Background: an optimization exercise with open tools, aiming at small area and a short achievable clock period. Do not read the settings as production practice.
Only simulation tests tie the RTL to the original design; equivalence was not proved.
The clock port is modelled as an ideal driver; clocking choices that lean on that would not hold on a real chip.
Power and IR drop assume default switching activity.

run 3:
==> flow/design.v (excerpt) <==
module exec_stage #(
    parameter int NUM_REGS = 32
) (
    input  logic                             clk,
    input  logic                             rst_n,
    input  logic [exec_cfg_pkg::XLEN-1:0]    instr_i,
    input  logic [exec_cfg_pkg::XLEN-1:0]    pc_i,
    input  logic                             valid_i,
    input  logic [exec_cfg_pkg::REG_AW-1:0]  dbg_addr_i,
    output logic                             accept_o,
    output logic                             jump_o,
    output logic [exec_cfg_pkg::XLEN-1:0]    jump_pc_o,
    output logic                             halted_o,
    output logic [exec_cfg_pkg::XLEN-1:0]    dbg_data_o
);
Size in the first run: about 5,000 cells after synthesis, roughly 140 I/O pins, about 0.063 mm^2 of cells after synthesis.
==> module regfile, before the edit <==
module regfile (
    input  logic        clk,
    input  logic        rst_n,
    input  logic        we,
    input  logic [4:0]  wa,
    input  logic [31:0] wd,
    input  logic [4:0]  ra1,
    input  logic [4:0]  ra2,
    input  logic [4:0]  ra3,
    output logic [31:0] rd1,
    output logic [31:0] rd2,
    output logic [31:0] rd3
);
    logic [31:0] rf_q [1:31];
    logic [31:1] rv_q;
    always_ff @(posedge clk) begin
        for (int k = 1; k < 32; k++)
            if (we && wa == 5'(k)) rf_q[k] <= wd;
    end
    always_ff @(posedge clk or negedge rst_n) begin
        if (!rst_n) rv_q <= '0;
        else for (int k = 1; k < 32; k++)
            if (we && wa == 5'(k)) rv_q[k] <= 1'b1;
    end
    logic [31:1] s1, s2;
    logic [31:1] s3 [4];
    sel_dec u_dec1 (.a(ra1), .v(rv_q), .s(s1));
    sel_dec u_dec2 (.a(ra2), .v(rv_q), .s(s2));
    for (genvar i = 0; i < 4; i++) begin : g_dec3
        sel_dec u_dec3 (.a(ra3), .v(rv_q), .s(s3[i]));
    end
    for (genvar b = 0; b < 32; b++) begin : g_bit
        logic [30:0] col;
        for (genvar k = 1; k < 32; k++) begin : g_col
            assign col[k-1] = rf_q[k][b];
        end
        ao_mux31s u_rd1 (.s(s1), .d(col), .y(rd1[b]));
        ao_mux31s u_rd2 (.s(s2), .d(col), .y(rd2[b]));
        ao_mux31 u_rd3 (.s(s3[b/8]), .d(col), .y(rd3[b]));
    end
endmodule
==> module ao_mux31s, before the edit <==
module ao_mux31s (
    input  logic [30:0] s,
    input  logic [30:0] d,
    output logic        y
);
    logic [10:0] gn;
    for (genvar i = 0; i < 10; i++) begin : g_grp
        ao3n u_g (.s(s[3*i+2:3*i]), .d(d[3*i+2:3*i]), .yn(gn[i]));
    end
    assign gn[10] = ~(s[30] & d[30]);
    assign y = ~&gn;
endmodule
==> module ao3n, before the edit <==
module ao3n (
    input  logic [2:0] s,
    input  logic [2:0] d,
    output logic       yn
);
    assign yn = ~|(s & d);
endmodule
export LEC_CHECK = 0
export CAP_MARGIN = 20
export CORE_MARGIN = 2
export CORE_UTILIZATION = 50
export CTS_CLUSTER_DIAMETER = 100
export CTS_CLUSTER_SIZE = 20
export SETUP_SLACK_MARGIN = 4.5
export SLEW_MARGIN = 20
export SYNTH_HIERARCHICAL = 1
export TNS_END_PERCENT = 5
create_clock -name core_clock -period 10.0 [get_ports {clk}]
standard.sh (not shown) runs the stock make flow with config.mk's settings and CLKGATE_MAP_FILE= SYNTH_SCRIPT=/design/flow/synth_recipe.tcl, a recipe that flattens the netlist after the stock synthesis.
==> flow/flow/run.sh <==
#!/bin/bash
# The standard layout (standard.sh), with two changes:
#  - the input and output ports are buffered by buf_4 cells instead of the
#    buffer the flow picks by default (a delay cell);
#  - after CTS, flow/eco_cts.tcl upsizes cells along the worst setup paths
#    (same cells, larger drive strengths) and legalizes the placement.
# make's own output goes to standard.log; each ORFS step writes its log
# under orfs/logs/.
set -euo pipefail
here=$(pwd)
bash standard.sh "BUFFER_PORTS_ARGS=-buffer_cell sky130_fd_sc_hd__buf_4" \
    "POST_CTS_TCL=$here/flow/eco_cts.tcl" finish > standard.log 2>&1
Other scripts of this flow, unchanged in this note and not shown: flow/flow/eco_cts.tcl, flow/flow/eco_size.tcl
diff inputs: run 3 => run 2
diff --git a/flow/design.v b/flow/design.v
--- a/flow/design.v
+++ b/flow/design.v
@@ -121,12 +121,12 @@
     for (genvar b = 0; b < 32; b++) begin : g_bit
         logic [30:0] col;
         for (genvar k = 1; k < 32; k++) begin : g_col
             assign col[k-1] = rf_q[k][b];
         end
-        ao_mux31s u_rd1 (.s(s1), .d(col), .y(rd1[b]));
-        ao_mux31s u_rd2 (.s(s2), .d(col), .y(rd2[b]));
+        ao_mux31 u_rd1 (.s(s1), .d(col), .y(rd1[b]));
+        ao_mux31 u_rd2 (.s(s2), .d(col), .y(rd2[b]));
         ao_mux31 u_rd3 (.s(s3[b/8]), .d(col), .y(rd3[b]));
     end
 endmodule
 module sel_dec (
     input  logic [4:0]  a,
@@ -165,29 +165,10 @@
     input  logic [7:0] d,
     output logic       yn
 );
     assign yn = ~|(s & d);
 endmodule
-module ao_mux31s (
-    input  logic [30:0] s,
-    input  logic [30:0] d,
-    output logic        y
-);
-    logic [10:0] gn;
-    for (genvar i = 0; i < 10; i++) begin : g_grp
-        ao3n u_g (.s(s[3*i+2:3*i]), .d(d[3*i+2:3*i]), .yn(gn[i]));
-    end
-    assign gn[10] = ~(s[30] & d[30]);
-    assign y = ~&gn;
-endmodule
-module ao3n (
-    input  logic [2:0] s,
-    input  logic [2:0] d,
-    output logic       yn
-);
-    assign yn = ~|(s & d);
-endmodule
 module alu (
     input  logic [31:0] a,
     input  logic [31:0] b,
     input  logic        sub,
     input  logic        lt,          
## What came out
- Lower total of plain and repair buffers excluding clock buffers was reported by run 3, not run 2.
- On run 2: wire length of the first global-routing pass is 4.7 mm lower than what run 3 gave.
- Cell area: run 2 higher than run 3
- Fraction of power consumed by the clock network: higher on run 2
- Run 2 vs run 3: combinational power up in run 2
- Insertion delay of the later-clocked pin in the worst-skew pair was higher in run 2 than in run 3.
- For the period utilization, run 2 came in 3.0 points lower than run 3 did.
- On run 2: worst hold slack is 0.046 ns lower than what run 3 gave.
- Compared with run 3, run 2 shows a clock skew that is 0.0044 ns higher.
- After synthesis and placement, the instance count of run 2 is above that of run 3.
- Summary of run 2 over run 3: maximum VDD drop lower, number of antenna cells inserted lower.

-- separate check: timing with driven ports --
The flow's constraints put no driver on any port. The routed layouts listed below were extracted and timed again, unchanged, in two steps. Step 1, drivers: a clkbuf_16 drives clk and a buf_2 each remaining input, both assumed. Step 2 times the ports against the registers' clock, not the clock port: input delays grow and output delays shrink by t, the midpoint of the rising clock arrivals with the driver on. Slacks: no drivers / after step 1 / after step 2; pairs: no drivers / after step 1.
run	shift t [ns]	setup slack, ns	worst setup path after step 2	latest minus earliest clock arrival (ns)	worst register clock-pin slew, ns
run 3	0.782	3.829 / 3.788 / 3.597	input to register	0.064 / 0.064	0.10 / 0.10
run 2	0.793	4.128 / 3.885 / 3.662	input to register	0.064 / 0.064	0.10 / 0.10
After both steps every run listed still meets setup and hold. The setup slack of run 2, which loses most, moves by -0.243 ns with the drivers and by -0.466 ns with both steps.
